From an optimization exercise on the open Yosys and OpenROAD flow, aimed at small area and a short achievable clock period; shortcuts taken in it are not production practice.
No functional check of the RTL was part of any run shown here.
No activity file was given, so power comes from the tool's default toggle rates.

==> flow/design.v (outline; a module is shown in full before it is edited, if it fits) <==
// module dsconv_top: 1242 lines
module dsconv_top (
    input  wire        clk,
    input  wire        rst,
    input  wire        start,
    input  wire [47:0] input_pixels,         
    output wire [6:0]  input_pixel_addr,
    output wire [11:0] output_pixel,
    output wire [6:0]  output_pixel_addr,
    output wire [1:0]  output_filter,
    output wire        ready,
    output wire        done
);
  // ...
==> flow/run.sh <==
#!/bin/bash
# synth_recipe.tcl (not shown) runs the flow's synth.tcl, then flattens the netlist and writes it again
# the make line also repeats each setting of config.mk as NAME=value (left out here)
make -C /OpenROAD-flow-scripts/flow DESIGN_CONFIG=/design/flow/config.mk WORK_HOME=/design/flow/orfs CLKGATE_MAP_FILE= SYNTH_SCRIPT=/design/flow/synth_recipe.tcl finish
==> flow/config.mk <==
export PLATFORM = sky130hd
export DESIGN_NAME = dsconv_top
export DESIGN_NICKNAME = dsconv_top
export VERILOG_FILES = /design/flow/design.v
export SDC_FILE = /design/flow/constraint.sdc
export NUM_CORES = 4
export LEC_CHECK = 0
export CAP_MARGIN = 20
export CORE_MARGIN = 2
export CORE_UTILIZATION = 40
export SLEW_MARGIN = 20
==> flow/constraint.sdc <==
create_clock -name core_clock -period 11.0 [get_ports {clk}]
set_input_delay 2.2000 -clock core_clock [delete_from_list [all_inputs] [get_ports {clk}]]
set_output_delay 2.2000 -clock core_clock [all_outputs]
set_load 0.01 [all_outputs]
==> impl_results.md, run 1 <==
* Root buf cell: clkbuf_16
* FF-to-FF Start: fsel[3]
* Result of the run: finished clean
* Register area at 55400 sq um
* DR WL met3 at between 3 and 4 mm
* Multi-input gate area at 15500 sq um
* Internal at 0.0144 W
* Later-pin clock latency in the skew report at 0.83 ns
* Actual slew at the worst max-slew pin at approximately 1.1 ns
* Yosys warns at 4
* Slew headroom at approximately a quarter
* Register with the most flip-flops: dl
* Largest area contributor in the netlist: edfxtp_1
* Place WS at 6.88 ns
* WP data arrival at 4.80 ns
* Worst path bufs/invs at 4
* P_sw at 0.00543 W
* Post-Synth XOR/XNOR Area at 0.832%
* H-Tree Level Count at 4
* Reg2reg end: pws[7]
* Via count at 30270
* HP Class: reg -> reg
* Startpoint types: flop
* Initial drt markers at 2370
* Top sig layer: met4
* Sw Ratio at a little over a quarter
* Cts bufs inserted at 198
* # fillers at 15399
* CP Cell Sequence: buf_4 > clkinv_1 > o221ai_1 > fa_1 > fa_1 > inv_1 > fa_1 > inv_1 > fa_1
* Leakage power at 31.6 nW
* Vias in the first global route at 31914
* Die H at between 400 and 500 microns
* Syn Nets at 4645
* # rows at between 150 and 200
* Chip width at 433 microns
* Most common library cells after synthesis: edfxtp_1 (1620), inv_1 (652), fa_1 (462)
* Initial antenna violation count at 1
* Gate power share at approximately 20%
* HPWL Detailed at 66.2 mm
* Power Density at 235 nW/um^2
* Tcrit/Tclk final at 37.4%
* Top Usage Layer GRT: met2
==> inputs of run 2 (changes only) <==
--- a/flow/config.mk
+++ b/flow/config.mk
@@ -7,5 +7,6 @@
 export LEC_CHECK = 0
 export CAP_MARGIN = 20
 export CORE_MARGIN = 2
-export CORE_UTILIZATION = 40
+export CORE_UTILIZATION = 65
+export CTS_BUF_LIST = sky130_fd_sc_hd__clkbuf_8
 export SLEW_MARGIN = 20
==> run 2 against run 1 <==
Net effect: via count is 1.8% higher; die area decreased by 38%; routed wire length is 4.2% lower; core utilization is 27 points higher; combinational power about the same; register-to-register slack better by 0.02 ns; total power decreased by 5.5%; design area down 2.5%; maximum frequency is 2.3% lower; first-iteration DRC count fell by 11%; global-route usage rose by 6.7 points; setup slack lost 0.095 ns; critical path type is now reg -> out; critical endpoint is now output_pixel_addr[2]; largest power group unchanged; highest routed layer unchanged.
==> impl_results.md, run 2 <==
* Post-CTS Resized at 0
* Reg2reg end: pws[3]
* Top delay family on crit path: buffers and inverters
* 1st-pass router iterations at 5
* Initial antenna violation count at 4 (+3)
* Area Overhead vs Synth at 11.6%
* DRC at 0
* Leakage power at 31.7 nW (+0.43%)
* Die area at 116000 sq um
* Clock slew at reported path FFs at roughly 0.060 ns
* CP Cell Sequence: clkdlybuf4s50_1
* Netlist cell types at 73
* Post-CTS Hold Fix Bufs at 0
* Critical Path Fanout Max at 8
* Mapped Cells at 3958
* Worst path bufs/invs at 1 (-3)
* Post-synth top area share at 66.1%
* Internal at 0.0135 W (-6.4%)
* Tcrit/Tclk final at 38.3% (+0.87 points)
* Later-pin clock latency in the skew report at 0.93 ns (+0.10 ns)
* Clock power frac at 30.6%
* Crit Path Category: reg -> out
* Setup TNS at 0 ns
* Share of cells above drive strength 1 at 9.54%
* Slew headroom at 23.2% (-3.5 points)
* Max-cap violations at 0
* Final RePlAce weighted congestion at 0.780
* Register with the most flip-flops: dl
* Number of setup buffers added after CTS at 0
* Global Route Usage Sum at 18.4%
* Synth top area cells: edfxtp_1 (66%), fa_1 (13%), dfxtp_1 (9.1%)
* Ys flop type: edfxtp_1
* Actual slew at the worst max-slew pin at 1.15 ns (+0.0522 ns)
* Via count at 30825 (+1.8%)
* Placed insts at 5512
* Hold endpoint: dl[700]
* Largest area contributor in the netlist: edfxtp_1
* Result of the run: finished clean
* Gate power share at 20.7% (+1.1 points)
* Largest register FFs at 1620
* Setup ws final at 6.79 ns
* Layout net count at ~5000
* Setup-failing EPs final at 0
* Chip width at 340 microns (-21%)
* Clock buffer depth at 4
* Clock sinks at 1956
* Port buffer count at 80
* Most frequent cells in the layout: edfxtp_1 (1620), inv_1 (768), fa_1 (462)
* Largest net degree at the start of global routing at 209
* Most common cell in the synthesized netlist: edfxtp_1
* Place WS at 6.92 ns (+0.0379 ns)
* Final Max Slew Viols at 0
* Critical path's slowest cell: clkdlybuf4s50_1
* Seq pwr share at 48.7%
* Count of flip-flops with a built-in enable after synthesis at 1620
* CTS tree: done
* Hold Fails Final Rpt at 0
* Max Clk Rate at about 0.24 GHz
* Starting Density at 65.5%
* Post-Route Hold Slack at approximately 0.36 ns
* Total grt overflow at 0
* Syn Nets at 4645 (unchanged)
* Core outline area at 112000 sq um
* Yosys warns at 4 (unchanged)
* P_sw at 0.00525 W (-3.2%)
* Min-delay src: dl[652]
* Hold Path Depth at 0
* Sw Ratio at 28.0% (+0.67 points)
* Post-route insts no fill at between 6000 and 7000
* Setup crit start: oc[2]
* WP data arrival at 2.01 ns (-2.79 ns)
* First-pass GRT wire length at approximately 170 mm
* RSZ-0062 raised after global routing: false
* Worst Reg2Reg Path Length in Cells at 10
* CP peak stage delay at 0.60 ns
* Most common cell after layout, fill and taps aside: edfxtp_1
* Seq/Total Area, Yosys at 75.3%
* Asr flop ratio synth at 0%
* Clk_skew at roughly 0.064 ns
* Vias in the first global route at 32257 (+1.1%)
* Initial drt markers at 2109 (-11%)
* HP Class: reg -> reg
* Wirelength per Cell at 16.8 microns
* #FFs+latches synth at around 2000
* HPWL Detailed at 62.7 mm (-5.3%)
* Mapped Area at 73600 sq um
* Detailed Route WL at 102 mm
* Total power draw at between 0.015 and 0.02 W
* Startpoint types: flop
* Avg Cell Area, Syn at 18.6 sq um
* Root buf cell: clkbuf_8
* # rows at 123 (-22%)
* Die H at 340 microns (-21%)
* Final min period at 4.21 ns
* FF-to-FF Start: fsel[3]
* Vias/cell at a little over 5
* Detail Route Antenna Nets at 0
* Power Density at 228 nW/um^2 (-3.1%)
* Regs by FF count: dl x1620, dwc x62, dws x62
* Reg2Reg Setup Slack at approximately 7 ns
* H-Tree Level Count at 5 (+1)
* Crit. End Element: output port
* Max rail drop VDD at 0.137 mV
* # IOs at 81
* Cts bufs inserted at 315 (+59%)
* Most common library cells after synthesis: edfxtp_1 (1620), inv_1 (652), fa_1 (462)
* Data required, critical path at 8.80 ns
run 2: cell count changes in the layout (fill, tap and decap cells not counted), sizes merged:
cell	delta
buf	-2
bufinv	-14
clkbuf	+93
clkinv	-9
clkinvlp	-5
diode	-1
inv	+116
run 2: cells by family after synthesis:
group | count (synthesis) | share of synthesized area [%]
flops | 1956 | 75.3
buf+inv | 697 | 3.63
simple gates | 318 | 2.12
fa+ha+maj | 636 | 15.5
other cells | 1 | 0.00510
xor+xnor | 69 | 0.832
compound gates | 273 | 2.49
mux | 8 | 0.111
run 2: worst max path at each step:
stage	to	slack, ns	depth (start not counted)
CTS	output_pixel_addr[0]	6.69	1
global placement	pws[3]	7.01	10
detailed placement	pws[3]	6.92	10
finish	output_pixel_addr[2]	6.79	1
floorplan	dl[0]	-0.85	0
global route	output_pixel_addr[2]	6.69	1
run 2: cell type report:
cell class | instances | area (sq um)
fill | 6830 | 30200
tap | 1500 | 1880
clock inverter | 214 | 1140
timing repair buffer | 96 | 1010
multi-input combinational | 1305 | 15500
clock buffer | 343 | 4720
sequential | 1956 | 55400
antenna | 1 | 2.50
inverter | 655 | 2460
run 2: stage by stage:
stage | util, % | instance area [sq um]
finish | 73.1 | 82100
global route | 73.1 | 82100
global placement | 67.9 | 76200
CTS | 73.1 | 82100
floorplan | - | 73600
detailed placement | 67.9 | 76200
run 2: power groups by stage:
stage | clock network (W) | registers (W) | logic (W)
global route | 0.00628 | 0.00918 | 0.00460
CTS | 0.00596 | 0.00913 | 0.00401
floorplan | 0 | 0.00931 | 0.00291
finish | 0.00574 | 0.00912 | 0.00388
detailed placement | 0 | 0.00927 | 0.00398
global placement | 0 | 0.00926 | 0.00386
run 2: metal layers:
metal | global-route usage (%) | part of all wire, %
met1 | 27.9 | 47
met5 | 0 | 0
met3 | 3.70 | 4.1
met2 | 27.1 | 46
met4 | 7.27 | 2.7
==> inputs of run 3 (changes only) <==
--- a/flow/config.mk
+++ b/flow/config.mk
@@ -8,5 +8,6 @@
 export CAP_MARGIN = 20
 export CORE_MARGIN = 2
 export CORE_UTILIZATION = 65
-export CTS_BUF_LIST = sky130_fd_sc_hd__clkbuf_8
+export CTS_CLUSTER_DIAMETER = 100
+export CTS_CLUSTER_SIZE = 30
 export SLEW_MARGIN = 20
==> run 3 against run 2 <==
Net effect: still clean; cell count fell by 7.0%; clock power fell by 41%; highest routed layer unchanged; critical path type is now reg -> reg; sequential cell count did not move; combinational power barely moved.
==> impl_results.md, run 3 <==
* Result of the run: finished clean
* Simple-Gate Fraction of Synth Area at 2.12% (unchanged)
* Mapped Area at 73600 sq um (unchanged)
* CTS tree: done
* Final min period at 4.08 ns (-0.132 ns)
* Initial antenna violation count at 3 (-1)
* Final RePlAce weighted congestion at 0.780 (unchanged)
* Syn Nets at 4645 (unchanged)
* # IOs at 81 (unchanged)
* Most common cell after layout, fill and taps aside: edfxtp_1
* H-Tree Level Count at 3 (-2)
* Core outline area at 112000 sq um (unchanged)
* Post-CTS Hold Fix Bufs at 0 (unchanged)
* Area Overhead vs Synth at 6.63%
* Tcrit/Tclk final at 37.1% (-1.2 points)
* Count of flip-flops with a built-in enable after synthesis at 1620 (unchanged)
* Die H at 340 microns (unchanged)
* Detailed Route WL at 96.7 mm (-5.0%)
* Main combinational cell family by area after synthesis: adder cells
* Setup TNS at 0 ns (unchanged)
* Largest net degree at the start of global routing at 209 (unchanged)
* Global Route Usage Sum at 17.4% (-1.1 points)
* DRC at 0 (unchanged)
* #FFs+latches synth at 1956 (unchanged)
* Netlist cell types at 73 (unchanged)
* Share of cells above drive strength 1 at 3.11% (-6.4 points)
* Mux cell area share after synthesis at 0.111% (unchanged)
* Avg Cell Area, Syn at 18.6 sq um (unchanged)
* WP data arrival at 4.63 ns (+2.62 ns)
* Slew headroom at 28.4% (+5.2 points)
* 1st-pass router iterations at 5 (unchanged)
* Wirelength per Cell at 17.1 microns (+2.2%)
* Max Clk Rate at 0.245 GHz (+3.2%)
* Adder-cell share of the synthesized area at 15.5% (unchanged)
* Cts bufs inserted at 75 (-76%)
* Initial drt markers at 2244 (+6.4%)
* Layout net count at 4776 (-4.8%)
* Via count at 29213 (-5.2%)
* Post-synth top area share at 66.1% (unchanged)
* Port buffer count at 80 (unchanged)
* Total power draw at 0.0163 W (-13%)
* Hold Fails Final Rpt at 0 (unchanged)
* HPWL Detailed at 62.7 mm (unchanged)
* Register with the most flip-flops: dl
* RSZ-0062 raised after global routing: false
* HP Class: reg -> reg
* Largest register FFs at 1620 (unchanged)
* Clock slew at reported path FFs at 0.11 ns (+0.05 ns)
* Startpoint types: flop
* Clock sinks at 1956 (unchanged)
* Post-CTS Resized at 0 (unchanged)
* Ys flop type: edfxtp_1
* Setup-failing EPs final at 0 (unchanged)
* Most common cell in the synthesized netlist: edfxtp_1
* Number of setup buffers added after CTS at 0 (unchanged)
* Crit Path Category: reg -> reg
* Post-route insts no fill at 5648 (-7.0%)
* Regs by FF count: dl x1620, dwc x62, dws x62
* Root buf cell: clkbuf_16
* Place WS at 6.92 ns (unchanged)
* Clock buffer depth at 3 (-1)
* Die area at 116000 sq um (unchanged)
* Yosys warns at 4 (unchanged)
* Power Density at 208 nW/um^2 (-8.7%)
* Synth top area cells: edfxtp_1 (66%), fa_1 (13%), dfxtp_1 (9.1%)
* First-pass GRT wire length at 158 mm (-5.4%)
* Starting Density at 65.5% (unchanged)
* # rows at 123 (unchanged)
* Data required, critical path at 11.56 ns (+2.76 ns)
* Chip width at 340 microns (unchanged)
* Most common library cells after synthesis: edfxtp_1 (1620), inv_1 (652), fa_1 (462)
* Most frequent cells in the layout: edfxtp_1 (1620), inv_1 (652), fa_1 (462)
* Antenna diodes at 0 (-1)
* Vias/cell at 5.17 (+1.9%)
* Later-pin clock latency in the skew report at 0.69 ns (-0.24 ns)
* Asr flop ratio synth at 0% (unchanged)
* Final Max Slew Viols at 0 (unchanged)
* Actual slew at the worst max-slew pin at 1.07 ns (-0.0783 ns)
* Compound-cell area share of the yosys netlist at 2.49% (unchanged)
* Placed insts at 5512 (unchanged)
* Seq/Total Area, Yosys at 75.3% (unchanged)
* Total grt overflow at 0 (unchanged)
* Crit. End Element: flop
* Max-cap violations at 0 (unchanged)
* Mapped Cells at 3958 (unchanged)
* Clk_skew at 0.0336 ns (-0.0308 ns)
* Max rail drop VDD at 0.136 mV (-0.97%)
* Post-Synth XOR/XNOR Area at 0.832% (unchanged)
* Largest area contributor in the netlist: edfxtp_1
* Setup ws final at 6.92 ns (+0.132 ns)
* Leakage power at 29.3 nW (-7.5%)
* Critical Path Fanout Max at 29 (+21)
* Detail Route Antenna Nets at 0 (unchanged)
* Vias in the first global route at 29682 (-8.0%)
run 3: per-layer routing:
| metal | share of wire, % | vias up | global-route usage, % |
|---|---|---|---|
| met1 | 49 | 14976 | 27.2 |
| met2 | 47 | 285 | 26.7 |
| met5 | 0 | - | 0 |
| met4 | 2.0 | 0 | 3.79 |
| met3 | 2.8 | 114 | 2.53 |
| li1 | - | 13838 | - |
run 3: cells by family after synthesis:
logic type | count (synthesis)
and+or+nand+nor | 318
adders and majority gates | 636
muxes | 8
other | 1
AOI/OAI and AO/OA | 273
DFF | 1956
xor gates and xnor gates | 69
buffers and inverters | 697
run 3: area by class of cell:
class / count / area, sq um
Sequential cell: 1956 / 55400
Fill cell: 7266 / 33900
Multi-Input combinational cell: 1305 / 15500
Inverter: 655 / 2460
Clock buffer: 128 / 2100
Tap cell: 1500 / 1880
Timing Repair Buffer: 96 / 1010
Clock inverter: 8 / 98.8
run 3: through the flow:
step	area, sq um	util, %	hold slack, ns
finish	78400	69.8	0.407
global route	78400	69.8	0.403
CTS	78400	69.8	0.409
detailed placement	76200	67.9	0.389
global placement	76200	67.9	0.387
floorplan	73600	-	0.386
run 3: final timing paths:
path                start  endpoint  slack, ns  depth (start not counted)
setup / recovery  fsel[3]    pws[3]       6.92                         10
hold / removal    dl[653]   dl[701]       0.41                          0
setup reg to reg  fsel[3]    pws[3]       6.92                         10
hold reg to reg   dl[653]   dl[701]       0.41                          0
run 3: where the power goes:
part,switching (W),internal (W)
Clock,0.00203,0.00134
Combinational,0.00224,0.00163
Sequential,0.000346,0.00875
Total,0.00462,0.0117
run 3: critical path, cell delays in order, from the launching register on:
cell	delay [ns]
dfxtp_1	0.32
buf_4	0.30
clkinv_1	0.72
o22ai_1	0.42
a211o_1	0.15
fa_1	0.44
fa_1	0.55
inv_1	0.05
fa_1	0.49
inv_1	0.05
fa_1	0.44
==> inputs of run 4 (changes only) <==
==> flow/flow/run.sh (new file) <==
#!/bin/bash
# The standard layout (the standard.sh: standard synthesis and the ORFS
# steps), with two changes to how it optimises, not to what it is given:
#  - repair_timing aims for 7.4 ns of setup slack at the 11 ns clock, so that
#    paths are sped up well below the clock period;
#  - the input and output port buffers are buf_2 cells, not the delay cells
#    buffer_ports would pick.
set -euo pipefail
bash standard.sh SETUP_SLACK_MARGIN=7.4 "BUFFER_PORTS_ARGS=-buffer_cell sky130_fd_sc_hd__buf_2" finish > standard.log 2>&1
==> flow/standard.sh (new file) <==
#!/bin/bash
# synth_recipe.tcl (not shown) runs the flow's synth.tcl, then flattens the netlist and writes it again
# the make line also repeats each setting of config.mk as NAME=value (left out here)
make -C /OpenROAD-flow-scripts/flow DESIGN_CONFIG=/design/flow/config.mk WORK_HOME=/design/flow/orfs CLKGATE_MAP_FILE= SYNTH_SCRIPT=/design/flow/synth_recipe.tcl "${@:-finish}"
--- a/flow/config.mk
+++ b/flow/config.mk
@@ -8,6 +8,4 @@
 export CAP_MARGIN = 20
 export CORE_MARGIN = 2
 export CORE_UTILIZATION = 65
-export CTS_CLUSTER_DIAMETER = 100
-export CTS_CLUSTER_SIZE = 30
 export SLEW_MARGIN = 20
removed: flow/run.sh
==> run 4 against run 3 <==
Net effect: register-to-register slack gained 0.67 ns; sequential cell count unchanged; total power up 17%; cell count up 3.8%; area after synthesis is the same; clock-buffer cell count is 126 higher; first-iteration DRC count shrank 11%; critical path depth is 9 lower; clock power increased by about 80%; worst hold slack got worse by 0.021 ns; largest cell class unchanged.
==> impl_results.md, run 4 <==
* Largest area contributor in the netlist: edfxtp_1
* # fillers at 6689 (-7.9%)
* Initial antenna violation count at 1 (-2)
* Avg Cell Area, Syn at 18.6 sq um (unchanged)
* Post-synth top area share at 66.1% (unchanged)
* Max Clk Rate at 0.283 GHz (+15%)
* Final min period at 3.53 ns (-0.543 ns)
* Worst Reg2Reg Path Length in Cells at 10 (unchanged)
* DRC at 0 (unchanged)
* Global Route Usage Sum at 19.5% (+2.1 points)
* Slew headroom at 28.7% (+0.32 points)
* Top delay family on crit path: flip-flops
* Die H at 340 microns (unchanged)
* Largest net degree at the start of global routing at 198 (-5.3%)
* Most common cell in the synthesized netlist: edfxtp_1
* Starting Density at 65.5% (unchanged)
* Area Overhead vs Synth at 11.3%
* Leakage power at 31.3 nW (+6.6%)
* Core outline area at 112000 sq um (unchanged)
* WP data arrival at 1.33 ns (-3.30 ns)
* # IOs at 81 (unchanged)
* HP Class: reg -> reg
* HPWL Detailed at 65.8 mm (+4.9%)
* Setup ws final at 7.47 ns (+0.543 ns)
* Design Area, Final at 81900 sq um (+4.4%)
* Clk_skew at 0.0320 ns (-0.00154 ns)
* Vias in the first global route at 33140 (+12%)
* Via count at 30753 (+5.3%)
* Ys flop type: edfxtp_1
* Place WS at 6.86 ns (-0.0616 ns)
* Mapped Area at 73600 sq um (unchanged)
* Final RePlAce weighted congestion at 0.800 (+2.6%)
* Clock buffer depth at 3 (unchanged)
* Actual slew at the worst max-slew pin at 1.07 ns (-0.00473 ns)
* # rows at 123 (unchanged)
* Crit Path Category: reg -> out
* Total grt overflow at 0 (unchanged)
* Post-Route Hold Slack at 0.386 ns (-0.0208 ns)
* Multi-input gate area at 15500 sq um (unchanged)
* First-pass GRT wire length at 177 mm (+12%)
* Regs by FF count: dl x1620, dwc x62, dws x62
* Reg2Reg Setup Slack at 7.59 ns (+0.67 ns)
* Tcrit/Tclk final at 32.1% (-4.9 points)
* Mapped Cells at 3958 (unchanged)
* Wirelength per Cell at 18.4 microns (+7.5%)
* Clock sinks at 1956 (unchanged)
* Initial drt markers at 1997 (-11%)
* Setup-failing EPs final at 0 (unchanged)
* Final Max Slew Viols at 0 (unchanged)
* Root buf cell: clkbuf_16
* Register area at 55400 sq um (about the same)
* Crit. End Element: output port
* Register with the most flip-flops: dl
* Detail Route Antenna Nets at 0 (unchanged)
* CP Cell Sequence: buf_2
* H-Tree Level Count at 4 (+1)
* RSZ-0062 raised after global routing: false
* Post-CTS Hold Fix Bufs at 0 (unchanged)
* Layout net count at 4893 (+2.4%)
* Count of flip-flops with a built-in enable after synthesis at 1620 (unchanged)
* 1st-pass router iterations at 5 (unchanged)
* Chip width at 340 microns (unchanged)
* Seq/Total Area, Yosys at 75.3% (unchanged)
* Power Density at 233 nW/um^2 (+12%)
* Clock slew at reported path FFs at 0.06 ns (-0.05 ns)
* Synth top area cells: edfxtp_1 (66%), fa_1 (13%), dfxtp_1 (9.1%)
* Port buffer count at 80 (unchanged)
* CP peak stage delay at 0.41 ns (-0.31 ns)
* Max rail drop VDD at 0.175 mV (+29%)
* Detailed Route WL at 108 mm (+12%)
* Most frequent cells in the layout: edfxtp_1 (1620), inv_1 (651), fa_1 (462)
* Worst path bufs/invs at 1 (-3)
* Hold Path Depth at 0 (unchanged)
* Most common cell after layout, fill and taps aside: edfxtp_1
* #FFs+latches synth at 1956 (unchanged)
* Later-pin clock latency in the skew report at 0.77 ns (+0.08 ns)
* Placed cell area at 75800 sq um (-0.52%)
* Vias/cell at 5.25 (+1.4%)
* Share of cells above drive strength 1 at 9.74% (+6.6 points)
* Min-delay src: dl[555]
* Largest register FFs at 1620 (unchanged)
* CTS tree: done
* FF-to-FF Start: fsel[0]
* Startpoint types: flop
* Netlist cell types at 73 (unchanged)
* Most common library cells after synthesis: edfxtp_1 (1620), inv_1 (652), fa_1 (462)
* Max-cap violations at 0 (unchanged)
* Asr flop ratio synth at 0% (unchanged)
* Hold Fails Final Rpt at 0 (unchanged)
* Syn Nets at 4645 (unchanged)
* Data required, critical path at 8.80 ns (-2.76 ns)
* Die area at 116000 sq um (unchanged)
* Critical path's slowest cell: dfxtp_1
* Final core utilization at 72.9% (+3.1 points)
* Cts bufs inserted at 181 (+140%)
* Result of the run: finished clean
* Hold endpoint: dl[603]
* Reg2reg end: pws[8]
* Yosys warns at 4 (unchanged)
* Critical Path Fanout Max at 5 (-83%)
run 4: logic make-up (layout without fill, tap and decap cells):
logic type      Yosys count  in the layout  share of synthesized area [%]
flops                  1956           1956                           75.3
simple gates            318            318                           2.12
other cells               1              2                        0.00510
buf+inv                 697           1101                           3.63
fa+ha+maj               636            636                           15.5
xor+xnor                 69             69                          0.832
mux                       8              8                          0.111
compound gates          273            273                           2.49
run 4: cell type report:
cell class | count | share of cell area [%]
clock inverters | 85 | 0.969
repair buffers | 107 | 0.879
clock buffers | 254 | 6.22
multi-input cells | 1305 | 19.0
diodes | 1 | 0.00306
well taps | 1500 | 2.29
flip-flops and latches | 1956 | 67.7
inverters | 655 | 3.02
run 4: repair_timing:
action                                  in CTS  in global routing
resized for setup                           18                  4
endpoints found under the setup margin     436                430
buffers inserted                             1                  1
run 4: metal layers:
layer	vias to the layer above	global-route usage, %	wire length [microns]
li1	14226	-	-
met4	0	5.57	2220
met2	476	31.4	53500
met5	-	0	0
met1	15890	28.3	48700
met3	161	3.06	3530
run 4: worst max path at each step:
stage | startpoint | endpoint | slack, ns | cells after the start
after floorplan | v1 | dl[0] | -0.85 | 0
final | cnt[2] | input_pixel_addr[2] | 7.47 | 1
after detailed placement | fsel[3] | pws[3] | 6.86 | 10
after global placement | fsel[3] | pws[3] | 6.89 | 10
after CTS | oc[4] | output_pixel_addr[4] | 7.41 | 1
after global routing | oc[2] | output_pixel_addr[2] | 7.41 | 1
run 4: stage by stage:
step | setup TNS, ns | total power [W] | cells
5_1_grt | 0 | 0.0203 | 5862
4_1_cts | 0 | 0.0194 | 5859
6_report | 0 | 0.0191 | 5863
3_5_place_dp | 0 | 0.0132 | 5519
2_1_floorplan | -1382.17 | 0.0122 | 3958
3_3_place_gp | 0 | 0.0131 | 5519
run 4: power breakdown:
part	internal, W	switching (W)
Sequential	0.00877	0.000380
Combinational	0.00162	0.00227
Clock	0.00345	0.00263
Total	0.0138	0.00528
==> inputs of run 5 (changes only) <==
--- a/flow/config.mk
+++ b/flow/config.mk
@@ -8,4 +8,6 @@
 export CAP_MARGIN = 20
 export CORE_MARGIN = 2
 export CORE_UTILIZATION = 65
+export CTS_CLUSTER_DIAMETER = 100
+export CTS_CLUSTER_SIZE = 30
 export SLEW_MARGIN = 20
==> run 5 against run 4 <==
Net effect: still clean on timing, DRC and antenna; die area stayed put; area after synthesis did not move; clock-buffer cell count fell by 121; highest routed layer unchanged.
==> impl_results.md, run 5 <==
* Most common library cells after synthesis: edfxtp_1 (1620), inv_1 (652), fa_1 (462)
* Chip width at 340 microns (unchanged)
* Startpoint types: flop
* Tcrit/Tclk final at 32.2% (+0.042 points)
* HP Class: reg -> reg
* Yosys warns at 4 (unchanged)
* Crit Path Category: reg -> out
* Share of cells above drive strength 1 at 5.31% (-4.4 points)
* Final Max Slew Viols at 0 (unchanged)
* Critical Path Fanout Max at 6 (+1)
* Worst path bufs/invs at 1 (unchanged)
* Most common cell after layout, fill and taps aside: edfxtp_1
* Netlist cell types at 73 (unchanged)
* Starting Density at 65.5% (unchanged)
* Ys flop type: edfxtp_1
* Vias in the first global route at 31309 (-5.5%)
* Total grt overflow at 0 (unchanged)
* Area Overhead vs Synth at 6.24%
* Final core utilization at 69.6% (-3.3 points)
* #FFs+latches synth at 1956 (unchanged)
* Seq/Total Area, Yosys at 75.3% (unchanged)
* Wirelength per Cell at 17.9 microns (-2.9%)
* Final RePlAce weighted congestion at 0.800 (unchanged)
* Detail Route Antenna Nets at 0 (unchanged)
* Post-CTS Hold Fix Bufs at 0 (unchanged)
* Power Density at 209 nW/um^2 (-10%)
* Most frequent cells in the layout: edfxtp_1 (1620), inv_1 (651), fa_1 (462)
* Critical path's slowest cell: dfxtp_1
* Clock sinks at 1956 (unchanged)
* Antenna diodes at 0 (-1)
* WP data arrival at 1.34 ns (about the same)
* Clock power frac at 20.7% (-11 points)
* Sw Ratio at 28.4% (+0.76 points)
* Clock slew at reported path FFs at 0.11 ns (+0.05 ns)
* P_sw at 0.00465 W (-12%)
* Max rail drop VDD at 0.147 mV (-16%)
* Place WS at 6.86 ns (unchanged)
* RSZ-0062 raised after global routing: false
* Syn Nets at 4645 (unchanged)
* DRC at 0 (unchanged)
* Synth top area cells: edfxtp_1 (66%), fa_1 (13%), dfxtp_1 (9.1%)
* Core outline area at 112000 sq um (unchanged)
* Detailed Route WL at 101 mm (-6.3%)
* Setup-failing EPs final at 0 (unchanged)
* Final min period at 3.54 ns (+0.00467 ns)
* Internal at 0.0117 W (-15%)
* Clk_skew at 0.0263 ns (-0.00571 ns)
* Crit. End Element: output port
* Regs by FF count: dl x1620, dwc x62, dws x62
* H-Tree Level Count at 3 (-1)
* Seq pwr share at 55.7% (+7.8 points)
* Global Route Usage Sum at 18.2% (-1.3 points)
* Cts bufs inserted at 75 (-59%)
* CP peak stage delay at 0.48 ns (+0.07 ns)
* Total power draw at 0.0164 W (-14%)
* Mapped Area at 73600 sq um (unchanged)
* HPWL Detailed at 65.8 mm (unchanged)
* Count of flip-flops with a built-in enable after synthesis at 1620 (unchanged)
* CTS tree: done
* 1st-pass router iterations at 5 (unchanged)
* Mapped Cells at 3958 (unchanged)
* Clock buffer depth at 3 (unchanged)
* First-pass GRT wire length at 167 mm (-5.6%)
* Gate power share at 23.6% (+3.3 points)
* Layout net count at 4786 (-2.2%)
* Max Clk Rate at 0.283 GHz (-0.13%)
* Actual slew at the worst max-slew pin at 1.07 ns (-0.00138 ns)
* Via count at 29710 (-3.4%)
* Result of the run: finished clean
* # rows at 123 (unchanged)
* Post-synth top area share at 66.1% (unchanged)
* # IOs at 81 (unchanged)
* Largest register FFs at 1620 (unchanged)
* Later-pin clock latency in the skew report at 0.69 ns (-0.08 ns)
* Root buf cell: clkbuf_16
* Setup ws final at 7.46 ns (-0.00467 ns)
* Max-cap violations at 0 (unchanged)
* Slew headroom at 28.8% (+0.092 points)
* Leakage power at 29.4 nW (-5.9%)
* Avg Cell Area, Syn at 18.6 sq um (unchanged)
* Port buffer count at 80 (unchanged)
* Most common cell in the synthesized netlist: edfxtp_1
* Data required, critical path at 8.80 ns (about the same)
* Vias/cell at 5.25 (about the same)
* Hold Fails Final Rpt at 0 (unchanged)
* Asr flop ratio synth at 0% (unchanged)
* Largest net degree at the start of global routing at 198 (unchanged)
* Die area at 116000 sq um (unchanged)
* Die H at 340 microns (unchanged)
* Top delay family on crit path: flip-flops
* Largest area contributor in the netlist: edfxtp_1
* Initial drt markers at 1837 (-8.0%)
* Initial antenna violation count at 0 (-1)
* Register with the most flip-flops: dl
* CP Cell Sequence: buf_2
-- run 5: through the flow --
stage,cell area [sq um],hold WS (ns),setup TNS [ns],instances
5_1_grt,78100,0.412,0,5659
4_1_cts,78100,0.416,0,5657
3_5_place_dp,75800,0.389,0,5519
2_1_floorplan,73600,0.386,-1382.17,3958
6_report,78100,0.411,0,5659
3_3_place_gp,75800,0.389,0,5519
-- run 5: layout make-up --
type                    instances  area (sq um)
inverters                     655          2470
fillers                      7171         34200
repair buffers                106           696
well taps                    1500          1880
clock buffers                 133          2160
multi-input cells            1305         15500
clock inverters                 4          50.0
flip-flops and latches       1956         55400
-- run 5: timing repair --
item | CTS | global route
setup endpoints to repair | 445 | 428
endpoints found under the hold margin | 0 | 0
resized for setup | 11 | 1
buffers inserted | 1 | 1
-- run 5: per-layer routing --
layer  routed length [microns]  up-vias  GRT usage [%]  part of all wire [%]
met1                     47300    15391           27.5                    47
met3                      2740      112           2.17                   2.7
li1                          -    13886              -                     -
met5                         0        -              0                     0
met4                      1690        0           4.06                   1.7
met2                     49500      321           29.3                    49
-- run 5: cells by family after synthesis --
| family | share of synthesized area, % |
|---|---|
| simple gates | 2.12 |
| fa+ha+maj | 15.5 |
| xor+xnor | 0.832 |
| other cells | 0.00510 |
| compound gates | 2.49 |
| mux | 0.111 |
| flops | 75.3 |
| buf+inv | 3.63 |
-- run 5: worst paths after layout --
path              slack [ns]      from                   end  depth (start not counted)
setup / recovery        7.46     oc[3]  output_pixel_addr[3]                          1
hold / removal          0.41  dl[1207]              dl[1255]                          0
setup reg to reg        7.57   fsel[0]                pws[8]                         10
hold reg to reg         0.41  dl[1207]              dl[1255]                          0
-- run 5: power by group through the flow --
stage / Combinational [W] / Clock, W / Sequential [W]
4_1_cts: 0.00398 / 0.00353 / 0.00915
5_1_grt: 0.00459 / 0.00377 / 0.00920
2_1_floorplan: 0.00291 / 0 / 0.00931
6_report: 0.00386 / 0.00339 / 0.00913
3_3_place_gp: 0.00382 / 0 / 0.00930
3_5_place_dp: 0.00394 / 0 / 0.00931
==> inputs of run 6 (changes only) <==
--- a/flow/config.mk
+++ b/flow/config.mk
@@ -8,6 +8,6 @@
 export CAP_MARGIN = 20
 export CORE_MARGIN = 2
 export CORE_UTILIZATION = 65
-export CTS_CLUSTER_DIAMETER = 100
-export CTS_CLUSTER_SIZE = 30
+export CTS_CLUSTER_DIAMETER = 70
+export CTS_CLUSTER_SIZE = 24
 export SLEW_MARGIN = 20
==> run 6 against run 5 <==
Net effect: first-iteration DRC count grew 2.2%; sequential cell count stayed put; synthesized cell count is the same; die area is the same; cell count is 1.1% higher; clock power up 27%.
==> impl_results.md, run 6 <==
* Result of the run: finished clean
* Startpoint types: flop
* Hold endpoint: dl[1467]
* Ys flop type: edfxtp_1
* Clk_skew at 0.0279 ns (+0.00156 ns)
* Most common cell in the synthesized netlist: edfxtp_1
* P_sw at 0.00496 W (+6.8%)
* # rows at 123 (unchanged)
* Yosys warns at 4 (unchanged)
* Antenna diodes at 0 (unchanged)
* Register with the most flip-flops: dl
* RSZ-0062 raised after global routing: false
* Die H at 340 microns (unchanged)
* DRC at 0 (unchanged)
* #FFs+latches synth at 1956 (unchanged)
* Setup-failing EPs final at 0 (unchanged)
* Root buf cell: clkbuf_16
* Register area at 55400 sq um (about the same)
* Synth top area cells: edfxtp_1 (66%), fa_1 (13%), dfxtp_1 (9.1%)
* Final Max Slew Viols at 0 (unchanged)
* Critical Path Fanout Max at 5 (-1)
* Seq pwr share at 52.8% (-2.9 points)
* Most frequent cells in the layout: edfxtp_1 (1620), inv_1 (652), fa_1 (462)
* Largest net degree at the start of global routing at 198 (unchanged)
* Detail Route Antenna Nets at 0 (unchanged)
* Regs by FF count: dl x1620, dwc x62, dws x62
* Starting Density at 65.5% (unchanged)
* Core outline area at 112000 sq um (unchanged)
* Post-CTS Hold Fix Bufs at 0 (unchanged)
* Max rail drop VDD at 0.147 mV (about the same)
* Sw Ratio at 28.7% (+0.29 points)
* Leakage power at 30.0 nW (+2.1%)
* Min-delay src: dl[1419]
* Most common cell after layout, fill and taps aside: edfxtp_1
* Detailed Route WL at 103 mm (+1.9%)
* Critical path's slowest cell: dfxtp_1
* Netlist cell types at 73 (unchanged)
* Clock slew at reported path FFs at 0.10 ns (about the same)
* Total power draw at 0.0173 W (+5.7%)
* Syn Nets at 4645 (unchanged)
* CTS tree: done
* Largest area contributor in the netlist: edfxtp_1
* HP Class: reg -> reg
* Wirelength per Cell at 18.0 microns (+0.81%)
* Layout net count at 4816 (+0.63%)
* Worst Reg2Reg Path Length in Cells at 8 (-2)
* Post-synth top area share at 66.1% (unchanged)
* Initial antenna violation count at 1 (+1)
* Internal at 0.0123 W (+5.3%)
* 1st-pass router iterations at 5 (unchanged)
* Gate power share at 22.4% (-1.2 points)
* Share of cells above drive strength 1 at 6.92% (+1.6 points)
* Vias in the first global route at 31878 (+1.8%)
* # IOs at 81 (unchanged)
* Asr flop ratio synth at 0% (unchanged)
* Mapped Area at 73600 sq um (unchanged)
* Multi-input gate area at 15500 sq um (unchanged)
* Global Route Usage Sum at 18.6% (+0.34 points)
* Avg Cell Area, Syn at 18.6 sq um (unchanged)
* Post-Route Hold Slack at 0.403 ns (-0.00808 ns)
* Max-cap violations at 0 (unchanged)
* Clock power frac at 24.9% (+4.2 points)
* Final min period at 3.51 ns (-0.0260 ns)
* HPWL Detailed at 65.8 mm (unchanged)
* Slew headroom at 29.2% (+0.32 points)
* Clock buffer depth at 3 (unchanged)
* Reg2Reg Setup Slack at 7.57 ns (about the same)
* Power Density at 218 nW/um^2 (+4.0%)
* Total grt overflow at 0 (unchanged)
* First-pass GRT wire length at 170 mm (+1.9%)
* Clock sinks at 1956 (unchanged)
* Cts bufs inserted at 105 (+40%)
* # fillers at 7067 (-1.5%)
* Vias/cell at 5.25 (about the same)
* Hold Path Depth at 0 (unchanged)
* Critical Path Stages at 1 (unchanged)
* Actual slew at the worst max-slew pin at 1.06 ns (-0.00480 ns)
* CP peak stage delay at 0.44 ns (-0.04 ns)
* WP data arrival at 1.31 ns (-0.03 ns)
* Crit. End Element: output port
* Crit Path Category: reg -> out
* Count of flip-flops with a built-in enable after synthesis at 1620 (unchanged)
* H-Tree Level Count at 3 (unchanged)
* Final RePlAce weighted congestion at 0.800 (unchanged)
* Max Clk Rate at 0.285 GHz (+0.74%)
* Largest register FFs at 1620 (unchanged)
* Port buffer count at 80 (unchanged)
* Die area at 116000 sq um (unchanged)
* CP Cell Sequence: buf_2
* Hold Fails Final Rpt at 0 (unchanged)
* Chip width at 340 microns (unchanged)
* Data required, critical path at 8.80 ns (about the same)
* Via count at 30014 (+1.0%)
* Top delay family on crit path: flip-flops
* Reg2reg end: dws[2][5]
* Later-pin clock latency in the skew report at 0.71 ns (+0.02 ns)
* Worst path bufs/invs at 1 (unchanged)
* Mapped Cells at 3958 (unchanged)
* Most common library cells after synthesis: edfxtp_1 (1620), inv_1 (652), fa_1 (462)
* Initial drt markers at 1877 (+2.2%)
* Tcrit/Tclk final at 31.9% (-0.24 points)
* Seq/Total Area, Yosys at 75.3% (unchanged)
* FF-to-FF Start: dl[1565]
* Area Overhead vs Synth at 7.94%
[run 6: layer usage]
metal	routed length (microns)	vias to the layer above	track usage, %
met5	0	-	0
met4	2240	0	4.31
met3	2780	136	2.54
met2	50400	356	29.8
met1	47700	15535	27.8
li1	-	13987	-
[run 6: cell type report]
type                    instances  area share [%]
inverters                     655            3.11
repair buffers                106           0.862
multi-input cells            1305            19.5
clock inverters                39           0.637
clock buffers                 160            3.73
well taps                    1500            2.36
flip-flops and latches       1956            69.8
[run 6: how the worst max path moves through the flow]
stage	start	endpoint
CTS	v1	dl[1158]
finish	oc[5]	output_pixel_addr[5]
detailed placement	fsel[3]	pws[3]
global route	oc[6]	output_pixel_addr[6]
global placement	fsel[3]	pws[3]
floorplan	v1	dl[0]
[run 6: power groups by stage]
stage	sequential (W)	clock [W]	combinational, W
6_report	0.00913	0.00430	0.00387
5_1_grt	0.00920	0.00470	0.00459
4_1_cts	0.00915	0.00446	0.00399
3_5_place_dp	0.00931	0	0.00394
3_3_place_gp	0.00930	0	0.00382
2_1_floorplan	0.00931	0	0.00291
[run 6: per-stage QoR]
stage | util (%) | setup WS (ns) | instances | setup TNS [ns] | area (sq um)
finish | 70.7 | 7.49 | 5721 | 0 | 79400
global route | 70.7 | 7.40 | 5721 | 0 | 79400
CTS | 70.6 | 7.37 | 5719 | 0 | 79300
detailed placement | 67.5 | 6.86 | 5519 | 0 | 75800
global placement | 67.5 | 6.89 | 5519 | 0 | 75800
floorplan | - | -0.853 | 3958 | -1382.17 | 73600
[run 6: cells by family (layout without fill, tap and decap cells)]
family	count (synthesis)	in the layout	synth area share (%)
other	1	1	0.00510
adder cells (fa/ha/maj)	636	636	15.5
AND/OR/NAND/NOR	318	318	2.12
multiplexers	8	8	0.111
AO/OA/AOI/OAI	273	273	2.49
buffers and inverters	697	960	3.63
flip-flops	1956	1956	75.3
XOR/XNOR	69	69	0.832
[run 6: timing repair]
item	4_1_cts	5_1_grt
buffers inserted	1	1
resized for setup	10	3
endpoints found under the setup margin	359	429
[run 6: worst reg2reg max path: cells and delay by family (launching register included)]
kind	cells	cell delay, ns
buffers and inverters	3	0.21
DFF	1	0.48
adders and majority gates	5	2.64

[port drivers added, routing unchanged]
Ports are ideal in the flow. The routed layouts listed here were re-timed in OpenROAD.
Step 1 assumes that a clkbuf_16 drives the clock port and a buf_2 every other input.
Step 2 moves the port delays by t, midway between the first and last clock arrival at a register: inputs arrive t later, outputs are due t later. That takes back most of the time a late clock gives input paths.
a / b / c = no drivers / after step 1 / after step 2; a / b = the first two.
| run | t, ns | setup slack, ns | hold slack, ns | worst register clock-pin slew, ns |
|---|---|---|---|---|
| run 1 | 0.876 | 6.886 / 6.849 / 6.886 | 0.369 / 0.369 / 0.369 | 0.06 / 0.06 |
| run 2 | 0.970 | 6.791 / 6.725 / 6.908 | 0.360 / 0.360 / 0.360 | 0.07 / 0.07 |
| run 3 | 0.745 | 6.923 / 6.923 / 6.923 | 0.407 / 0.407 / 0.407 | 0.12 / 0.12 |
| run 4 | 0.833 | 7.467 / 7.391 / 7.335 | 0.386 / 0.386 / 0.386 | 0.07 / 0.07 |
| run 5 | 0.746 | 7.462 / 7.386 / 7.338 | 0.411 / 0.411 / 0.411 | 0.11 / 0.11 |
| run 6 | 0.768 | 7.488 / 7.416 / 7.358 | 0.403 / 0.403 / 0.403 | 0.10 / 0.10 |
After both steps setup and hold are still met in every run listed. The setup slack of run 4, which loses most, moves by -0.076 ns with the drivers and by -0.132 ns with both steps.
